Context: an optimization exercise on an open-source flow, tuned for small area. The choices shown serve that exercise and are no tape-out recipe.
RTL that was checked went through simulation tests only; none was proved equivalent to the original.
For runs 1 and 2, only the layout was checked, not whether the RTL still works.
Power figures rest on the tool's default switching activity, not on a simulated workload.

<file path="flow/flow/run.sh">
#!/bin/bash
# Standard ORFS layout, except that the combinational logic is mapped by ABC with
# flow/abc.script instead of ORFS's script. Synthesis up to the flip-flop mapping,
# and everything after ABC, is the standard flow (see flow/custom_synth.tcl).
set -euo pipefail
here=$(pwd)
export MY_ABC_SCRIPT=$here/flow/abc.script
export CTS_ARGS="-sink_clustering_enable -repair_clock_nets -dont_use_dummy_load -sink_clustering_size 24 -sink_clustering_max_diameter 80"
export BUFFER_PORTS_ARGS="-buffer_cell sky130_fd_sc_hd__buf_1"
sed "s#SYNTH_SCRIPT=[^ ]*#SYNTH_SCRIPT=$here/flow/custom_synth.tcl#" standard.sh > standard_custom.sh
bash standard_custom.sh > flow.log 2>&1
</file>
<file path="flow/flow/abc.script">
strash; &get -n; &deepsyn -I 4 -T 90; &put; &get -n; &dch -f; &nf -R 1000; &put
</file>
<file path="flow/flow/custom_synth.tcl">
proc synth {args} { yosys synth -nofsm -noshare {*}$args }
proc abc {args} {
  set i [lsearch -exact $args -script]
  if { $i >= 0 && [info exists ::env(MY_ABC_SCRIPT)] } {
    set args [lreplace $args $i [expr {$i + 1}] -script $::env(MY_ABC_SCRIPT)]
  }
  puts "custom abc: $args"
  yosys abc {*}$args
}
source $::env(SCRIPTS_DIR)/synth.tcl
# left out here: clear keep_hierarchy, flatten, clean up, hide names made inside functions, write 1_2_yosys.v
</file>
<file path="flow/standard.sh">
#!/bin/bash
# synth_recipe.tcl (not shown) runs the flow's synth.tcl, then flattens the netlist and writes it again
# the make line also repeats each setting of config.mk as NAME=value (left out here)
make -C /OpenROAD-flow-scripts/flow DESIGN_CONFIG=/design/flow/config.mk WORK_HOME=/design/flow/orfs CLKGATE_MAP_FILE= SYNTH_SCRIPT=/design/flow/synth_recipe.tcl "${@:-finish}"
</file>
<file path="flow/config.mk">
export PLATFORM = sky130hd
export DESIGN_NAME = chimp_grid_engine
export DESIGN_NICKNAME = chimp_grid_engine
export VERILOG_FILES = /design/flow/design.v
export SDC_FILE = /design/flow/constraint.sdc
export NUM_CORES = 4
export LEC_CHECK = 0
export CAP_MARGIN = 40
export CORE_MARGIN = 2
export CORE_UTILIZATION = 60
export PLACE_DENSITY = 0.7
export SLEW_MARGIN = 40
</file>
<file path="flow/constraint.sdc">
create_clock -name core_clock -period 10.0 [get_ports {clk}]
set_input_delay 2.0000 -clock core_clock [delete_from_list [all_inputs] [get_ports {clk}]]
set_output_delay 2.0000 -clock core_clock [all_outputs]
set_load 0.01 [all_outputs]
</file>
<file path="flow/design.v">
module chimp_grid_engine #(
    parameter int GRID_W    = 8,
    parameter int GRID_H    = 8,
    parameter int NUM_W     = 5,
    parameter int RAND_W    = 8,
    parameter int RETRY_MAX = 15,
    localparam int XW = $clog2(GRID_W),
    localparam int YW = $clog2(GRID_H)
) (
    input  logic              clk,
    input  logic              iResetn,
    input  logic              iStart,
    input  logic [NUM_W-1:0]  iCount,
    input  logic [RAND_W-1:0] iRandNum,
    input  logic              iClickValid,
    input  logic [XW-1:0]     iClickX,
    input  logic [YW-1:0]     iClickY,
    input  logic [XW-1:0]     iRdX,
    input  logic [YW-1:0]     iRdY,
    output logic              oRdActive,
    output logic              oRdShown,
    output logic [NUM_W-1:0]  oRdNum,
    output logic              oBusy,
    output logic [2:0]        oState,
    output logic [NUM_W-1:0]  oNextNum,
    output logic              oCorrect,
    output logic              oWrong,
    output logic              oWon,
    output logic              oLost
);
    localparam int NC  = 64;
    localparam int NT  = 31;
    localparam logic [2:0] S_IDLE   = 3'd0;
    localparam logic [2:0] S_CLEAR  = 3'd1;
    localparam logic [2:0] S_LOAD   = 3'd2;
    localparam logic [2:0] S_SHOW   = 3'd3;
    localparam logic [2:0] S_HIDDEN = 3'd4;
    localparam logic [2:0] S_WON    = 3'd5;
    localparam logic [2:0] S_LOST   = 3'd6;
    logic [2:0]  state_q, state_d;
    logic [4:0]  cnt_q, next_q, hi_q;
    logic [5:0]  ctr_q, hw_q;     
    logic [5:0]  pos_q [1:NT];
    logic [NC-1:0] act_q;
    logic        correct_q, wrong_q, rd_act_q, rd_shown_q;
    logic [4:0]  rd_num_q;
    logic        st_clear, st_load, st_play;
    logic [5:0]  draw_idx, click_idx, rd_idx, free_idx, place_idx, pos_next;
    logic        draw_ok, place, load_done, load_entry;
    logic        click_hit, click_good, click_bad;
    logic [4:0]  rd_raw, rd_num;
    logic        rd_act;
    logic [5:0]  wr_idx, look_idx;
    logic        look_act;
    logic        wr_en, wr_val;
    assign st_clear = (state_q == S_CLEAR);
    assign st_load  = (state_q == S_LOAD);
    assign st_play  = (state_q == S_SHOW) || (state_q == S_HIDDEN);
    assign draw_idx  = iRandNum[5:0];
    assign click_idx = {iClickY, iClickX};
    assign rd_idx    = {iRdY, iRdX};
    always_comb begin
        free_idx = '0;
        for (int i = NC - 1; i >= 0; i--)
            if (!act_q[i])
                free_idx = 6'(i);
    end
    logic [6*32-1:0] pos_flat;
    always_comb begin
        pos_flat[5:0] = pos_q[1];
        for (int k = 1; k <= NT; k++)
            pos_flat[6*k +: 6] = pos_q[k];
        pos_next = pos_flat[6*next_q +: 6];
    end
    assign look_idx   = st_load ? draw_idx : click_idx;
    assign look_act   = act_q[look_idx];
    assign draw_ok    = !look_act;
    assign place      = st_load && (draw_ok || ctr_q == 6'd14);
    assign place_idx  = draw_ok ? draw_idx : free_idx;
    assign load_done  = (hi_q + 5'd1 == cnt_q);
    assign load_entry = st_clear && (ctr_q == 6'd63);
    assign click_hit  = st_play && iClickValid && look_act;
    assign click_good = st_play && iClickValid && (pos_next == click_idx);
    assign click_bad  = click_hit && !click_good;
    always_comb begin
        state_d = state_q;
        if (iStart)
            state_d = S_CLEAR;
        else if (load_entry)
            state_d = S_LOAD;
        else if (place && load_done)
            state_d = S_SHOW;
        else if (click_good)
            state_d = (next_q == hi_q) ? S_WON : S_HIDDEN;
        else if (click_bad)
            state_d = S_LOST;
    end
    logic [NT:1] rd_eq;
    always_comb begin
        for (int k = 1; k <= NT; k++)
            rd_eq[k] = (pos_q[k] == rd_idx) && (hi_q >= 5'(k));
        for (int b = 0; b < 5; b++) begin
            rd_raw[b] = 1'b0;
            for (int k = 1; k <= NT; k++)
                if (k[b])
                    rd_raw[b] = rd_raw[b] | rd_eq[k];
        end
    end
    assign rd_num = (rd_idx < hw_q) ? 5'd0 : rd_raw;
    assign rd_act = act_q[rd_idx] && (rd_num != 5'd0);
    always_comb begin
        wr_idx = click_idx;
        wr_en  = click_good;
        wr_val = 1'b0;
        if (st_load) begin
            wr_idx = place_idx;
            wr_en  = place;
            wr_val = 1'b1;
        end
    end
    always_ff @(posedge clk) begin
        if (!iStart && load_entry)
            act_q <= '0;
        else if (!iStart && wr_en)
            act_q[wr_idx] <= wr_val;
        if (!iStart && place)
            pos_q[hi_q + 5'd1] <= place_idx;
    end
    always_ff @(posedge clk) begin
        if (iStart) begin
            cnt_q   <= (iCount == '0) ? 5'd1 : iCount;
            ctr_q   <= '0;
        end else begin
            if (st_clear) begin
                ctr_q <= ctr_q + 6'd1;
                if (ctr_q == hw_q)
                    hw_q <= ctr_q + 6'd1;
            end
            if (load_entry)
                hw_q <= '0;
            if (st_load)
                ctr_q <= place ? 6'd0 : ctr_q + 6'd1;
        end
    end
    always_ff @(posedge clk or negedge iResetn) begin
        if (!iResetn) begin
            state_q    <= S_IDLE;
            next_q     <= 5'd1;
            hi_q       <= '0;
            correct_q  <= 1'b0;
            wrong_q    <= 1'b0;
            rd_act_q   <= 1'b0;
            rd_shown_q <= 1'b0;
            rd_num_q   <= '0;
        end else begin
            state_q    <= state_d;
            correct_q  <= !iStart && click_good;
            wrong_q    <= !iStart && click_bad;
            rd_act_q   <= rd_act;
            rd_shown_q <= rd_act && (state_q == S_SHOW || state_q == S_LOST);
            rd_num_q   <= rd_num;
            if (iStart)
                next_q <= 5'd1;
            else if (click_good)
                next_q <= next_q + 5'd1;
            if (!iStart) begin
                if (load_entry)
                    hi_q <= '0;
                else if (place)
                    hi_q <= hi_q + 5'd1;
            end
        end
    end
    assign oRdActive = rd_act_q;
    assign oRdShown  = rd_shown_q;
    assign oRdNum    = rd_num_q;
    assign oBusy     = st_clear || st_load;
    assign oState    = state_q;
    assign oNextNum  = next_q;
    assign oCorrect  = correct_q;
    assign oWrong    = wrong_q;
    assign oWon      = (state_q == S_WON);
    assign oLost     = (state_q == S_LOST);
endmodule
</file>
==> results.toml, run 1 <==
[run_status]
status = "finished clean"

[clock_tree]
path_clk_slew_ps = 100
cts_setup_buffers = 0
cts_hold_buf = 0
clk_path_buf_depth = 3
clk_latency_ps = 540
cts_resized = 0
cts_max_level = 1
cts_buffers = 16
cts_sinks = 289
cts_tree = "built"
clock-root-buffer = "clkbuf_16"

[sta]
rsz0062_at_grt = "no"
slew_headroom = 0.388
clock_skew_ps = 54.0
fin_crit_sh = 0.815
fin_crit_ps = 8150
worst_slew_pin_slew_ps = 910
fin_ws_ps = 1850
setup_viol = 0
setup_tns_ps = 0
hold_violations = 0
finalMaxSlewViolations = 0
fmax_mhz = 123
timing.hold.ws_ps = 523

[layout]
finalNonFillerCells = 1927
drive_above_1_share = 0.0483
multi_input_area_um2 = 7260
area_delta_synth_final_pct = 8.64
utilization = 0.661
layout_commonest_cell = "edfxtp_1"
nets = 1642
most-common-layout-cells = "edfxtp_1 (197), o21ai_0 (188), nand2_1 (148)"
fillCellCount = 2050
seq_area_um2 = 7870

[setup_path]
endpoint_kind = "flip-flop"
critPathLaunch = "iClickX[1]"
r2r_end = "act_q[57]"
worstSetupPathType = "input port to flip-flop"
reg2reg_from = "state_q[2]"
critPathMaxFanout = 32
rrSetupSlack_ps = 2310
crit_arrival_ps = 8520
cp-start-kind = "input port"
required_ps = 10370
cp-endpoint = "act_q[57]"
reg2reg_depth = 28

[drt]
wl_per_cell_um = 30.0
drt_first_pass_iters = 10
wirelength_um = 57900
via_per_inst = 7.52
drc = 0
ant_nets = 0
drt_iter0_markers = 2677
vias = 14500

[global_routing]
grt_pass1_vias = 13400
antenna_found_initial = 3
grt_first_pass_wirelength_um = 83900
grt_max_degree = 34
grt_overflow = 0
grt_usage = 0.429

[place]
dp.cells = 1908
port_buffers = 46
dp_hpwl_um = 39100
place.gp.congestion = 1.05
post-place-ws_ps = 1600

[synth]
async_flop_share = 0.0761
synth_cell_type_count = 64
postSynthAreaPerCell_um2 = 10.2
syn_inst = 1502
ys_seq_elements = 289
synth_edf_count = 197
syn-num-nets = 1548
yosys_warnings = 1
syn_area_um2 = 15300
yosysSeqAreaShare = 0.515
ys.flop_type = "edfxtp_1"

[floorplanning]
dieHeight_um = 164
die_area_um2 = 26700
placementRows = 58
num_io_pins = 49
start_util = 0.608
die-width_um = 164
fp.coreArea_um2 = 25100

[power]
leakage_nw = 5.22
powerDensity_nw_per_um2 = 134
peakVddDrop_mv = 0.189

[worst_hold_path]
hp-start = "ctr_q[5]"
hp-class = "flip-flop to flip-flop"

[run]
cap_violations = 0
==> synthesized netlist by cell type, types with 4 or more instances <==
cell type,instances,area (um^2)
a32o_1,4,40.0
o221ai_1,12,105
xor2_1,65,569
nand3_1,35,175
nor4_1,28,175
a21oi_1,96,480
edfxtp_1,197,5920
nand2_1,149,559
o311ai_0,5,43.8
o21ai_0,189,946
nor2_1,78,293
buf_1,4,15.0
dfxtp_1,70,1400
nand3b_1,5,37.5
nor3b_1,5,37.5
a22o_1,12,105
nor2b_1,19,119
a22oi_1,23,173
nor3_1,34,170
ha_1,17,213
o211ai_1,5,37.5
a21o_1,6,45.0
a2111oi_0,9,78.8
or3_1,8,50.1
o22ai_1,60,375
a222oi_1,38,380
a211oi_1,6,45.0
nand4_1,27,169
dfrtp_1,21,526
and2_0,38,238
clkinv_1,52,195
a31oi_1,14,87.6
and3_1,10,62.6
xnor2_1,67,587
a221oi_1,24,210
nand2b_1,14,87.6
o2bb2ai_1,7,61.3
or2_0,4,25.0
==> cells by family after synthesis <==
| logic type | Yosys count | share of synthesized area |
|---|---|---|
| buffers and inverters | 56 | 0.0138 |
| adders and majority gates | 17 | 0.0139 |
| and+or+nand+nor | 464 | 0.150 |
| xor gates and xnor gates | 132 | 0.0757 |
| AOI/OAI and AO/OA | 541 | 0.229 |
| DFF | 289 | 0.515 |
| muxes | 3 | 0.00287 |
==> area by class of cell <==
class                   instances  share of cell area
inverters                      52              0.0118
well taps                     330              0.0249
flip-flops and latches        289               0.474
diodes                          3            0.000453
clock buffers                  16              0.0241
repair buffers                 80              0.0264
multi-input cells            1157               0.438
==> flip-flops by register name, summed over array words and instances, names as in the netlist <==
| signal | cells |
|---|---|
| ctr_q | 6 |
| hw_q | 6 |
| pos_q | 186 |
| act_q | 64 |
| rd_num_q | 5 |
| rd_act_q | 1 |
| hi_q | 5 |
| wrong_q | 1 |
| cnt_q | 5 |
| rd_shown_q | 1 |
| correct_q | 1 |
| next_q | 5 |
| state_q | 3 |
==> power breakdown <==
| group | switching (W) | total [W] | internal [W] |
|---|---|---|---|
| logic | 0.000195 | 0.000257 | 0.0000627 |
| clock network | 0.000377 | 0.000665 | 0.000287 |
| registers | 0.0000110 | 0.00131 | 0.00130 |
==> routing by layer <==
layer / routed length, um / global-route usage / vias up
met3: 9470 / 0.143 / 288
met2: 24200 / 0.632 / 1337
met1: 21000 / 0.579 / 6799
met5: 0 / 0 / -
met4: 3140 / 0.187 / 0
li1: - / - / 6064
==> worst max-delay path: stages <==
cell and delay [ps]:
buf_1 120, and2_0 160, a21oi_1 540, clkinv_1 290
nor2_1 730, a222oi_1 150, nand2_1 120, o21ai_0 80
a21oi_1 120, nand3_1 110, a21oi_1 170, a21oi_1 50
buf_4 210, nor2b_1 170, nand2_1 110, nor2_1 220
and3_1 230, a22o_1 140, buf_4 480, o21ba_1 260
nor2_1 80, xor2_1 210, clkinv_1 150, nor2_1 520
nand3b_1 430, nor2b_1 320, o21ai_0 210, o21ai_0 100
==> how the worst min path moves through the flow <==
stage | slack [ps] | to | cells past startpoint
final | 520 | ctr_q[5] | 2
after detailed placement | 500 | ctr_q[5] | 2
after global placement | 490 | ctr_q[5] | 2
after floorplan | 470 | ctr_q[5] | 2
after CTS | 520 | ctr_q[5] | 2
after global routing | 560 | ctr_q[5] | 2
==> stage by stage <==
stage               total power, W  instance area, um^2
global route               0.00227                16600
CTS                        0.00221                16600
global placement           0.00157                16100
floorplan                  0.00145                15300
detailed placement         0.00158                16200
finish                     0.00223                16600
==> run 2: changes to the inputs <==
--- a/flow/config.mk
+++ b/flow/config.mk
@@ -7,6 +7,6 @@
 export LEC_CHECK = 0
 export CAP_MARGIN = 40
 export CORE_MARGIN = 2
-export CORE_UTILIZATION = 60
-export PLACE_DENSITY = 0.7
+export CORE_UTILIZATION = 70
+export PLACE_DENSITY = 0.78
 export SLEW_MARGIN = 40
==> results.toml, run 2 <==
[synth]
yosys-top-cells-area = "edfxtp_1 (39%), dfxtp_1 (9.2%), o21ai_0 (6.2%)"
synth_top_area_share = 0.388
postSynthAreaPerCell_um2 = 10.2
syn_area_um2 = 15300
async_flop_share = 0.0761
synth_edf_count = 197
synth_common_cells = "edfxtp_1 (197), o21ai_0 (189), nand2_1 (149)"
synth_cell_type_count = 64
ys.flop_type = "edfxtp_1"
syn_inst = 1502
ys_seq_elements = 289
syn-num-nets = 1548
yosysSeqAreaShare = 0.515
synth.largest_area_cell = "edfxtp_1"
yosys_warnings = 1
synth_most_common_cell = "edfxtp_1"

[setup_path]
required_ps = 10360
critPathMostFrequentCell = "a21oi_1"
cp.depth = 29
worstSetupPathType = "input port to flip-flop"
crit_arrival_ps = 8550
crit_slowest_cell = "nor2_1"
cp-start-kind = "input port"
endpoint_kind = "flip-flop"
reg2reg_depth = 64
reg2reg_from = "act_q[62]"
critPathLaunch = "iClickX[1]"
rrSetupSlack_ps = 2010
critPathMaxFanout = 32
crit_buf_inv = 5
path_delay_family = "simple AND/OR/NAND/NOR gates"
max_stage_delay_ps = 610

[drt]
drt_first_pass_iters = 10
ant_nets = 0
drt_iter0_markers = 3282
wl_per_cell_um = 31.2
drc = 0
via_per_inst = 7.96
vias = 14900
wirelength_um = 58400

[clock_tree]
cts_setup_buffers = 0
cts_hold_buf = 0
cts_buffers = 16
cts_sinks = 289
cts_tree = "built"
clk_latency_ps = 530
cts_resized = 0
clock-root-buffer = "clkbuf_16"
clk_path_buf_depth = 3
cts_max_level = 1
path_clk_slew_ps = 90

[run]
cap_violations = 0

[global_routing]
met3_usage = 0.242
antenna_found_initial = 1
grt_overflow = 0
grt_util_met2 = 0.702
grt_first_pass_wirelength_um = 84500
grt_usage = 0.503
grt_use_met1 = 0.637
grt_max_degree = 34
grt_pass1_vias = 14000
grt-busiest-layer = "met2"

[sta]
setup_tns_ps = 0
fmax_mhz = 122
fin_crit_ps = 8190
rsz0062_at_grt = "no"
slew_headroom = 0.378
fin_crit_sh = 0.819
clock_skew_ps = 61.9
worst_slew_pin_slew_ps = 933
finalMaxSlewViolations = 0
hold_violations = 0
timing.hold.ws_ps = 526
setup_viol = 0

[floorplanning]
die_area_um2 = 23000
num_io_pins = 49
start_util = 0.706
fp.coreArea_um2 = 21600
dieHeight_um = 152
placementRows = 54
die-width_um = 152

[layout]
finalNonFillerCells = 1875
layout_top_registers = "pos_q (186), act_q (64)"
n_antenna_cell = 0
multi_input_area_um2 = 7260
area_delta_synth_final_pct = 8.20
most-common-layout-cells = "edfxtp_1 (197), o21ai_0 (188), nand2_1 (147)"
seq_area_um2 = 7870
drive_above_1_share = 0.0495
largest_register_ffs = 186
fillCellCount = 1496
regMostFlops = "pos_q"
layout_commonest_cell = "edfxtp_1"
nets = 1643

[place]
dp.cells = 1858
place.gp.congestion = 1.02
dp_hpwl_um = 37800
port_buffers = 46

[worst_hold_path]
worst_hold_path.num_cells = 2
hp-start = "ctr_q[5]"
hp-class = "flip-flop to flip-flop"

[run_status]
status = "finished clean"

[power]
peakVddDrop_mv = 0.149
leakage_nw = 5.22
powerDensity_nw_per_um2 = 135
[run 2: changes by cell type in the layout (fill, tap and decap cells not counted), sizes merged]
cell,change
inv,-1
diode,-3
clkinv,+1
buf,+1
[run 2: power breakdown]
group          leakage (nW)  switching (W)  internal [W]
Clock                 0.197       0.000377      0.000288
Combinational          2.37       0.000201     0.0000633
Sequential             2.65      0.0000101       0.00130
[run 2: per-stage QoR]
stage                util  power [W]  area [um^2]  worst slack (ps)
floorplan               -    0.00145        15300              2590
global placement    0.742    0.00157        16000              1660
detailed placement  0.744    0.00158        16100              1520
CTS                 0.763    0.00220        16500              2010
global route        0.764    0.00226        16500              1410
finish              0.764    0.00224        16500              1810
[run 2: final timing paths]
check | to
min in group asynchronous | rd_num_q[2]
max in group asynchronous | next_q[0]
setup reg to reg | act_q[60]
hold / removal | ctr_q[5]
setup / recovery | act_q[60]
hold reg to reg | ctr_q[5]
[run 2: cell type report]
class / count / share of cell area
inverters: 52 / 0.0119
multi-input cells: 1157 / 0.439
repair buffers: 81 / 0.0268
flip-flops and latches: 289 / 0.476
well taps: 280 / 0.0212
clock buffers: 16 / 0.0242
[run 2: cell families (layout without fill, tap and decap cells)]
kind of cell | count (synthesis) | after routing | share of synthesized area
AO/OA/AOI/OAI | 541 | 541 | 0.229
AND/OR/NAND/NOR | 464 | 464 | 0.150
flip-flops | 289 | 289 | 0.515
XOR/XNOR | 132 | 132 | 0.0757
buffers and inverters | 56 | 149 | 0.0138
adder cells (fa/ha/maj) | 17 | 17 | 0.0139
multiplexers | 3 | 3 | 0.00287
[run 2: worst register-to-register path: cells and delay by family, from the launching register on]
| family | cells | cell delay [ps] |
|---|---|---|
| simple gates | 49 | 4730 |
| compound gates | 10 | 1740 |
| buf+inv | 4 | 720 |
| flops | 1 | 460 |
| xor+xnor | 1 | 200 |
[run 2: metal layers]
metal / vias to the layer above / wire length [um]
met1: 6809 / 18900
li1: 6064 / -
met2: 1597 / 23500
met5: - / 18
met4: 2 / 4490
met3: 450 / 11500
==> run 3: changes to the inputs <==
--- a/flow/design.v
+++ b/flow/design.v
@@ -98,15 +98,16 @@
     logic [NT:1] rd_eq;
     always_comb begin
         for (int k = 1; k <= NT; k++)
-            rd_eq[k] = (pos_q[k] == rd_idx) && (hi_q >= 5'(k));
+            rd_eq[k] = (pos_q[k] == rd_idx);
         for (int b = 0; b < 5; b++) begin
-            rd_raw[b] = 1'b0;
-            for (int k = 1; k <= NT; k++)
+            rd_raw[b] = (b == 0) && rd_eq[1];
+            for (int k = 2; k <= NT; k++)
                 if (k[b])
                     rd_raw[b] = rd_raw[b] | rd_eq[k];
         end
     end
-    assign rd_num = (rd_idx < hw_q) ? 5'd0 : rd_raw;
+    assign rd_num = (rd_idx < hw_q || hi_q == 5'd0) ? 5'd0 :
+                    rd_eq[1] ? 5'd1 : rd_raw;
     assign rd_act = act_q[rd_idx] && (rd_num != 5'd0);
     always_comb begin
         wr_idx = click_idx;
@@ -124,7 +125,9 @@
         else if (!iStart && wr_en)
             act_q[wr_idx] <= wr_val;
         if (!iStart && place)
-            pos_q[hi_q + 5'd1] <= place_idx;
+            for (int k = 1; k <= NT; k++)
+                if (hi_q == 5'd0 || hi_q + 5'd1 == 5'(k))
+                    pos_q[k] <= place_idx;
     end
     always_ff @(posedge clk) begin
         if (iStart) begin
==> flow/flow/abc.script (replaced) <==
strash; &get -n; &deepsyn -T 60; &put; &get -n; &dch -f; &nf -R 1000; &put
--- a/flow/config.mk
+++ b/flow/config.mk
@@ -7,6 +7,6 @@
 export LEC_CHECK = 0
 export CAP_MARGIN = 40
 export CORE_MARGIN = 2
-export CORE_UTILIZATION = 70
-export PLACE_DENSITY = 0.78
+export CORE_UTILIZATION = 60
+export PLACE_DENSITY = 0.7
 export SLEW_MARGIN = 40
==> results.toml, run 3 <==
[synth]
syn-num-nets = 1590
synth_fa_ha_area_frac = 0.0115
yosys-top-cells-area = "edfxtp_1 (39%), dfxtp_1 (9.2%), o21ai_0 (7.1%)"
synth_edf_count = 197
yosysSeqAreaShare = 0.516
ys.flop_type = "edfxtp_1"
syn_inst = 1547
synth_top_family_by_area = "compound AO/OA/AOI/OAI gates"
synth.largest_area_cell = "edfxtp_1"
ys_seq_elements = 289
synth_most_common_cell = "o21ai_0"
synth_mux_area_frac = 0.00353
synth_common_cells = "o21ai_0 (216), edfxtp_1 (197), nand2_1 (172)"
async_flop_share = 0.0761
synthXorXnorAreaFrac = 0.0753
yosys_warnings = 2
syn_area_um2 = 15200
yosys.area_share.simple = 0.149
postSynthAreaPerCell_um2 = 9.86
synth_cell_type_count = 62
synth_compound_area_frac = 0.230
synth_top_area_share = 0.388

[place]
place.gp.congestion = 1.02
placed_area_um2 = 16200
dp_hpwl_um = 35500
port_buffers = 46

[global_routing]
grt_usage = 0.394
grt_pass1_vias = 13100
grt_first_pass_wirelength_um = 78600
grt_max_degree = 39
grt_overflow = 0
antenna_found_initial = 0

[floorplanning]
placementRows = 58
die_area_um2 = 26700
num_io_pins = 49
start_util = 0.609
fp.coreArea_um2 = 25000
dieHeight_um = 163
die-width_um = 163

[clock_tree]
clock-root-buffer = "clkbuf_16"
cts_tree = "built"
clk_latency_ps = 510
cts_max_level = 1
path_clk_slew_ps = 60
cts_sinks = 289
cts_buffers = 16
cts_resized = 0
cts_hold_buf = 0
clk_path_buf_depth = 3
cts_setup_buffers = 0

[setup_path]
cp-start-kind = "input port"
crit_arrival_ps = 7910
endpoint_kind = "flip-flop"
rrSetupSlack_ps = 2560
required_ps = 10330
critPathMaxFanout = 32
worstSetupPathType = "input port to flip-flop"

[drt]
via_per_inst = 7.19
ant_nets = 0
drt_first_pass_iters = 8
drt_iter0_markers = 2034
wl_per_cell_um = 26.7
vias = 14200
wirelength_um = 52500
drc = 0

[run]
cap_violations = 0

[sta]
slew_headroom = 0.402
fmax_mhz = 132
fin_crit_ps = 7580
setup_tns_ps = 0
hold_violations = 0
rsz0062_at_grt = "no"
setup_viol = 0
fin_crit_sh = 0.758
clock_skew_ps = 46.6
worst_slew_pin_slew_ps = 897
finalMaxSlewViolations = 0

[layout]
layout_top_registers = "pos_q (186), act_q (64)"
drive_above_1_share = 0.0457
regMostFlops = "pos_q"
fin_area_um2 = 16600
seq_area_um2 = 7870
most-common-layout-cells = "o21ai_0 (205), edfxtp_1 (197), nand2_1 (169)"
fillCellCount = 2088
nets = 1685
multi_input_area_um2 = 7230
area_delta_synth_final_pct = 8.81
n_antenna_cell = 0
layout_commonest_cell = "o21ai_0"
largest_register_ffs = 186

[worst_hold_path]
hp-class = "flip-flop to flip-flop"

[power]
leakage_nw = 5.37
peakVddDrop_mv = 0.129
powerDensity_nw_per_um2 = 129

[run_status]
status = "finished clean"
## run 3: cell count changes in the layout (fill, tap and decap cells not counted), moves of 19 or more
cell / before / now
nor2_1: 74 / 104
o22ai_1: 60 / 124
nand2_1: 147 / 169
and2_0: 38 / 9
a21oi_1: 89 / 60
a222oi_1: 38 / 5
xnor2_1: 67 / 44
xor2_1: 65 / 84
## run 3: logic make-up (layout without fill, tap and decap cells)
group	count (synthesis)	in the layout
fa+ha+maj	14	14
mux	4	4
xor+xnor	131	131
compound gates	564	564
buf+inv	62	155
flops	289	289
simple gates	483	483
## run 3: metrics by stage
stage               worst slack (ps)  total power, W  hold WS [ps]   util  cells
finish                          2420         0.00213           552  0.663   1970
CTS                             2250         0.00213           552  0.662   1970
global route                    1630         0.00219           582  0.663   1970
global placement                1710         0.00150           523  0.643   1953
detailed placement              1780         0.00150           538  0.646   1954
floorplan                       2760         0.00141           479      -   1547
## run 3: cell type report
class / instances / area share
clock buffers: 16 / 0.0241
inverters: 58 / 0.0132
multi-input cells: 1196 / 0.436
flip-flops and latches: 289 / 0.474
well taps: 330 / 0.0249
repair buffers: 81 / 0.0279
## run 3: path summary, 6_finish.rpt
kind | startpoint | to | cells after the start
max reg2reg | act_q[61] | act_q[6] | 62
min | act_q[4] | act_q[4] | 2
min in group asynchronous | iResetn | rd_num_q[0] | 2
max in group asynchronous | iResetn | next_q[0] | 2
min reg2reg | act_q[4] | act_q[4] | 2
max | iClickX[0] | act_q[6] | 25
## run 3: layer usage
layer | part of all wire | vias to the layer above | wire (um) | track usage
li1 | - | 6162 | - | -
met1 | 0.39 | 6770 | 20300 | 0.559
met2 | 0.44 | 1050 | 23100 | 0.601
met3 | 0.12 | 176 | 6540 | 0.0645
met4 | 0.050 | 0 | 2630 | 0.175
met5 | 0 | - | 0 | 0
## run 3: critical path, stage by stage
cell      delay (ps)
buf_1            100
nor2b_1          150
a21oi_1          510
and2_0           690
a22oi_1          200
a21oi_1          190
nor3_1            80
a311oi_1         420
a31oi_2          210
nor2_1           300
nand4_1          150
nor2_1           160
a22o_1           140
buf_4            440
nand2_1          130
nand2_1          180
nor3_2           120
nor3b_1          210
nor2b_1          180
and2_0           610
nand2_1          170
nor2_1           230
nor2_1            80
o21ai_0          160
o21ai_0           90
## run 3: power breakdown
part | total [W] | switching (W) | leakage, nW | internal (W)
clock | 0.000654 | 0.000367 | 0.197 | 0.000288
sequential | 0.00129 | 0.00000283 | 2.69 | 0.00128
combinational | 0.000193 | 0.000140 | 2.48 | 0.0000531
==> run 4: changes to the inputs <==
--- a/flow/flow/run.sh
+++ b/flow/flow/run.sh
@@ -5,7 +5,7 @@
 set -euo pipefail
 here=$(pwd)
 export MY_ABC_SCRIPT=$here/flow/abc.script
-export CTS_ARGS="-sink_clustering_enable -repair_clock_nets -dont_use_dummy_load -sink_clustering_size 24 -sink_clustering_max_diameter 80"
+export CTS_ARGS="-sink_clustering_enable -repair_clock_nets -dont_use_dummy_load -sink_clustering_size 12 -sink_clustering_max_diameter 60 -buf_list sky130_fd_sc_hd__clkbuf_8"
 export BUFFER_PORTS_ARGS="-buffer_cell sky130_fd_sc_hd__buf_1"
 sed "s#SYNTH_SCRIPT=[^ ]*#SYNTH_SCRIPT=$here/flow/custom_synth.tcl#" standard.sh > standard_custom.sh
 bash standard_custom.sh > flow.log 2>&1
==> results.toml, run 4 <==
[run_status]
status = "finished clean"

[global_routing]
grt_util_met2 = 0.598
grt_use_met1 = 0.553
met3_usage = 0.0675
grt_overflow = 0
antenna_found_initial = 0
grt_usage = 0.393
grt_first_pass_wirelength_um = 78400
grt-busiest-layer = "met2"
grt_pass1_vias = 13200
grt_max_degree = 39

[place]
dp_hpwl_um = 35500
placed_area_um2 = 16200
place.gp.congestion = 1.02
port_buffers = 46

[layout]
largest_register_ffs = 186
area_delta_synth_final_pct = 8.72
fin_area_um2 = 16600
fillCellCount = 2088
multi_input_area_um2 = 7230
most-common-layout-cells = "o21ai_0 (205), edfxtp_1 (197), nand2_1 (169)"
n_antenna_cell = 0
layout_commonest_cell = "o21ai_0"
seq_area_um2 = 7870
drive_above_1_share = 0.0527
layout_top_registers = "pos_q (186), act_q (64)"
nets = 1697
regMostFlops = "pos_q"

[sta]
rsz0062_at_grt = "no"
finalMaxSlewViolations = 0
fin_crit_ps = 7570
slew_headroom = 0.414
setup_viol = 0
clock_skew_ps = 88.2
hold_violations = 0
fmax_mhz = 132
setup_tns_ps = 0
worst_slew_pin_slew_ps = 879
fin_crit_sh = 0.757

[drt]
ant_nets = 0
drc = 0
drt_first_pass_iters = 6
wl_per_cell_um = 26.5
via_per_inst = 7.09
drt_iter0_markers = 2320
wirelength_um = 52500
vias = 14100

[synth]
synth_fa_ha_area_frac = 0.0115
synth_top_area_share = 0.388
ys.flop_type = "edfxtp_1"
async_flop_share = 0.0761
synth_common_cells = "o21ai_0 (216), edfxtp_1 (197), nand2_1 (172)"
synth_top_family_by_area = "compound AO/OA/AOI/OAI gates"
synth.largest_area_cell = "edfxtp_1"
syn-num-nets = 1590
synth_edf_count = 197
syn_inst = 1547
ys_seq_elements = 289
postSynthAreaPerCell_um2 = 9.86
yosys.area_share.simple = 0.149
synth_cell_type_count = 62
syn_area_um2 = 15200
synthXorXnorAreaFrac = 0.0753
synth_compound_area_frac = 0.230
yosysSeqAreaShare = 0.516
yosys_warnings = 2
synth_mux_area_frac = 0.00353
yosys-top-cells-area = "edfxtp_1 (39%), dfxtp_1 (9.2%), o21ai_0 (7.1%)"
synth_most_common_cell = "o21ai_0"

[clock_tree]
cts_setup_buffers = 0
cts_resized = 0
path_clk_slew_ps = 70
cts_max_level = 1
cts_sinks = 289
cts_hold_buf = 0
clk_path_buf_depth = 3
clock-root-buffer = "clkbuf_8"
cts_tree = "built"
clk_latency_ps = 630
cts_buffers = 28

[floorplanning]
placementRows = 58
fp.coreArea_um2 = 25000
die_area_um2 = 26700
dieHeight_um = 163
num_io_pins = 49
die-width_um = 163
start_util = 0.609

[run]
cap_violations = 0

[power]
powerDensity_nw_per_um2 = 127
leakage_nw = 5.37
peakVddDrop_mv = 0.0859

[setup_path]
crit_arrival_ps = 7980
required_ps = 10410
endpoint_kind = "flip-flop"
worstSetupPathType = "input port to flip-flop"
cp-start-kind = "input port"
critPathMaxFanout = 32

[worst_hold_path]
hp-class = "flip-flop to flip-flop"
[run 4: cell counts after synthesis]
No cell type changed its count.
[run 4: critical path, stage by stage]
cell,delay (ps)
buf_1,100
nor2b_1,150
a21oi_1,500
and2_0,660
a22oi_1,200
a21oi_1,190
nor3_1,70
a311oi_1,450
a31oi_2,210
nor2_1,300
nand4_1,150
nor2_1,170
a22o_1,140
buf_4,440
nand2_1,130
nand2_1,180
nor3_2,120
nor3b_1,210
nor2b_1,180
and2_0,640
nand2_1,190
nor2_1,240
nor2_1,80
o21ai_0,160
o21ai_0,90
[run 4: logic make-up after synthesis]
| family | after synthesis |
|---|---|
| muxes | 4 |
| AOI/OAI and AO/OA | 564 |
| and+or+nand+nor | 483 |
| buffers and inverters | 62 |
| DFF | 289 |
| adders and majority gates | 14 |
| xor gates and xnor gates | 131 |
[run 4: layer usage]
metal  vias to the layer above  share of wire
li1                       6189              -
met1                      6657           0.39
met2                      1024           0.44
met3                       180           0.12
met4                         0          0.052
met5                         -              0
[run 4: cell type report]
type	count	share of cell area
Multi-Input combinational cell	1196	0.436
Inverter	58	0.0132
Sequential cell	289	0.475
Clock buffer	28	0.0233
Tap cell	330	0.0249
Timing Repair Buffer	81	0.0279
[run 4: through the flow]
step / hold slack [ps] / total power [W] / cells / util / worst slack, ps
after floorplan: 479 / 0.00141 / 1547 / - / 2760
after global placement: 523 / 0.00150 / 1953 / 0.643 / 1710
after detailed placement: 538 / 0.00150 / 1954 / 0.646 / 1780
after CTS: 553 / 0.00210 / 1982 / 0.662 / 2340
after global routing: 583 / 0.00216 / 1982 / 0.662 / 1660
final: 550 / 0.00211 / 1982 / 0.662 / 2430
[run 4: path summary, 6_finish.rpt]
kind	from	to	slack, ps	cells past startpoint
worst max-delay path	iClickX[0]	act_q[6]	2430	25
worst min-delay path	act_q[4]	act_q[4]	550	2
worst max register to register	act_q[61]	act_q[6]	2540	62
worst min register to register	act_q[4]	act_q[4]	550	2
max in group asynchronous	iResetn	next_q[0]	8350	2
min in group asynchronous	iResetn	rd_num_q[1]	1360	2
[run 4: where the power goes]
part           internal [W]  switching (W)
Combinational     0.0000531       0.000139
Sequential          0.00128     0.00000288
Clock              0.000248       0.000381
Total               0.00159       0.000524
==> run 5: changes to the inputs <==
--- a/flow/config.mk
+++ b/flow/config.mk
@@ -5,8 +5,9 @@
 export SDC_FILE = /design/flow/constraint.sdc
 export NUM_CORES = 4
 export LEC_CHECK = 0
-export CAP_MARGIN = 40
+export CAP_MARGIN = 20
 export CORE_MARGIN = 2
 export CORE_UTILIZATION = 60
+export GPL_TIMING_DRIVEN = 0
 export PLACE_DENSITY = 0.7
-export SLEW_MARGIN = 40
+export SLEW_MARGIN = 20
==> results.toml, run 5 <==
[synth]
postSynthAreaPerCell_um2 = 9.86
syn-num-nets = 1590
yosys_warnings = 2
synth_top_area_share = 0.388
synth_common_cells = "o21ai_0 (216), edfxtp_1 (197), nand2_1 (172)"
synth_most_common_cell = "o21ai_0"
yosysSeqAreaShare = 0.516
ys.flop_type = "edfxtp_1"
synth_cell_type_count = 62
synth_edf_count = 197
yosys-top-cells-area = "edfxtp_1 (39%), dfxtp_1 (9.2%), o21ai_0 (7.1%)"
synth.largest_area_cell = "edfxtp_1"
ys_seq_elements = 289
syn_inst = 1547
async_flop_share = 0.0761
syn_area_um2 = 15200

[power]
switchingPower_w = 0.000533
seqPwrFrac = 0.602
peakVddDrop_mv = 0.122
pwr-share-clk = 0.306
powerDensity_nw_per_um2 = 128
swShare = 0.249
p_comb_frac = 0.092
internal_power_w = 0.00161
leakage_nw = 5.38

[clock_tree]
cts_hold_buf = 0
clk_path_buf_depth = 3
cts_sinks = 289
cts_max_level = 1
path_clk_slew_ps = 80
clock-root-buffer = "clkbuf_8"
clk_latency_ps = 620
cts_buffers = 30
cts_setup_buffers = 0
cts_tree = "built"
cts_resized = 0

[place]
dp_hpwl_um = 35600
port_buffers = 46
place.gp.congestion = 0.989
placed_area_um2 = 16200

[setup_path]
reg2reg_depth = 23
critPathMaxFanout = 11
crit_arrival_ps = 8650
reg2reg_from = "state_q[2]"
endpoint_kind = "flip-flop"
required_ps = 10390
worstSetupPathType = "input port to flip-flop"
rrSetupSlack_ps = 2130
cp-start-kind = "input port"
r2r_end = "act_q[54]"

[run]
cap_violations = 0

[sta]
fin_crit_ps = 8260
clock_skew_ps = 63.6
rsz0062_at_grt = "no"
fmax_mhz = 121
worst_slew_pin_slew_ps = 1110
setup_viol = 0
finalMaxSlewViolations = 0
fin_crit_sh = 0.826
hold_violations = 0
slew_headroom = 0.261

[layout]
fillCellCount = 2050
area_delta_synth_final_pct = 9.25
layout_commonest_cell = "o21ai_0"
n_antenna_cell = 0
regMostFlops = "pos_q"
drive_above_1_share = 0.0446
most-common-layout-cells = "o21ai_0 (215), edfxtp_1 (197), nand2_1 (170)"
largest_register_ffs = 186
fin_area_um2 = 16700
nets = 1682
utilization = 0.665
layout_top_registers = "pos_q (186), act_q (64)"

[worst_hold_path]
worst_hold_path.num_cells = 2
hp-start = "act_q[57]"
hp-class = "flip-flop to flip-flop"
whs_endpoint = "act_q[57]"

[floorplanning]
die_area_um2 = 26700
dieHeight_um = 163
start_util = 0.609
num_io_pins = 49
fp.coreArea_um2 = 25000
placementRows = 58
die-width_um = 163

[global_routing]
grt_first_pass_wirelength_um = 77700
grt_overflow = 0
antenna_found_initial = 0
grt_max_degree = 37
grt_pass1_vias = 13200
grt_usage = 0.387

[drt]
drt_iter0_markers = 2063
drt_first_pass_iters = 6
wirelength_um = 51700
vias = 13900
drc = 0
wl_per_cell_um = 26.3
ant_nets = 0
via_per_inst = 7.08

[run_status]
status = "finished clean"
==> run 5: cell counts after synthesis <==
Identical to the previous run, type by type.
==> run 5: worst max-delay path by stage <==
| stage | cells after the start | slack, ps | startpoint | to |
|---|---|---|---|---|
| after floorplan | 19 | 2760 | iClickX[1] | act_q[16] |
| after global placement | 20 | -710 | iClickX[1] | act_q[22] |
| after detailed placement | 20 | 1480 | iClickX[1] | act_q[27] |
| after CTS | 20 | 2070 | iClickX[1] | act_q[8] |
| after global routing | 23 | 1320 | iClickX[1] | act_q[54] |
| final | 23 | 1740 | iClickX[1] | act_q[54] |
==> run 5: logic make-up after synthesis <==
logic type,share of synthesized area
flip-flops,0.516
AO/OA/AOI/OAI,0.230
XOR/XNOR,0.0753
AND/OR/NAND/NOR,0.149
buffers and inverters,0.0153
adder cells (fa/ha/maj),0.0115
multiplexers,0.00353
==> run 5: stage by stage <==
stage                     TNS, ps  hold WS [ps]  instances  worst slack [ps]  total power (W)
after CTS                       0           544       1965              2070          0.00213
after floorplan                 0           479       1547              2760          0.00141
after detailed placement        0           532       1935              1480          0.00150
after global placement     -37860           512       1923              -711          0.00149
after global routing            0           563       1967              1320          0.00219
final                           0           546       1967              1740          0.00214
==> run 5: final cells by class <==
type | instances | area [um^2] | share of cell area
plain buffers | 4 | 15.0 | 0.000901
clock buffers | 30 | 413 | 0.0248
inverters | 58 | 224 | 0.0134
multi-input cells | 1196 | 7230 | 0.434
flip-flops and latches | 289 | 7870 | 0.472
well taps | 330 | 413 | 0.0248
repair buffers | 60 | 490 | 0.0294
==> run 5: critical path, cell delays in order <==
cell and delay (ps):
buf_1 90, nand2_1 80, a21boi_0 670, nor2b_1 880
a22oi_1 150, a21oi_1 250, nor3_1 80, a311oi_1 370
a31oi_1 260, nor2_1 380, nand4_1 170, nor2_1 180
and2_0 180, a22oi_1 120, o21ai_0 880, nor3b_1 230
nor2b_1 210, and2_0 660, nand2_1 170, nor2_1 290
nor2_1 80, o21ai_0 150, o21ai_0 100
==> run 5: routing by layer <==
metal	GRT usage	share of wire
met3	0.0749	0.13
met1	0.533	0.38
met4	0.173	0.052
met2	0.597	0.44
met5	0	0
==> run 5: power by group through the flow <==
stage	registers [W]	logic (W)	clock network, W
2_1_floorplan	0.00131	0.0000962	0
3_3_place_gp	0.00132	0.000173	0
3_5_place_dp	0.00131	0.000189	0
4_1_cts	0.00129	0.000189	0.000654
5_1_grt	0.00129	0.000207	0.000693
6_report	0.00129	0.000197	0.000655

-- static timing again, ports no longer ideal --
The flow's constraints put no driver on any port. The routed layouts listed below were extracted and timed again, unchanged, in two steps.
Step 1 assumes that a clkbuf_16 drives the clock port and a buf_2 every other input.
Step 2 also shifts input and output timing later by t, the mid clock arrival at the registers, as if the neighbouring blocks saw the same clock.
a / b / c = no drivers / after step 1 / after step 2; a / b = the first two.
run | t (ns) | setup slack, ns | worst register clock-pin slew, ns
run 1 | 0.561 | 1.855 / 1.866 / 1.305 | 0.10 / 0.10
run 2 | 0.546 | 1.813 / 1.832 / 1.286 | 0.10 / 0.10
run 3 | 0.538 | 2.423 / 2.454 / 1.916 | 0.10 / 0.10
run 4 | 0.633 | 2.428 / 2.457 / 1.824 | 0.09 / 0.09
run 5 | 0.630 | 1.740 / 1.764 / 1.134 | 0.09 / 0.09
After both steps setup and hold are still met in every run listed. For run 5, which loses most, drivers alone change the setup slack by +0.024 ns; drivers and shift together by -0.606 ns.
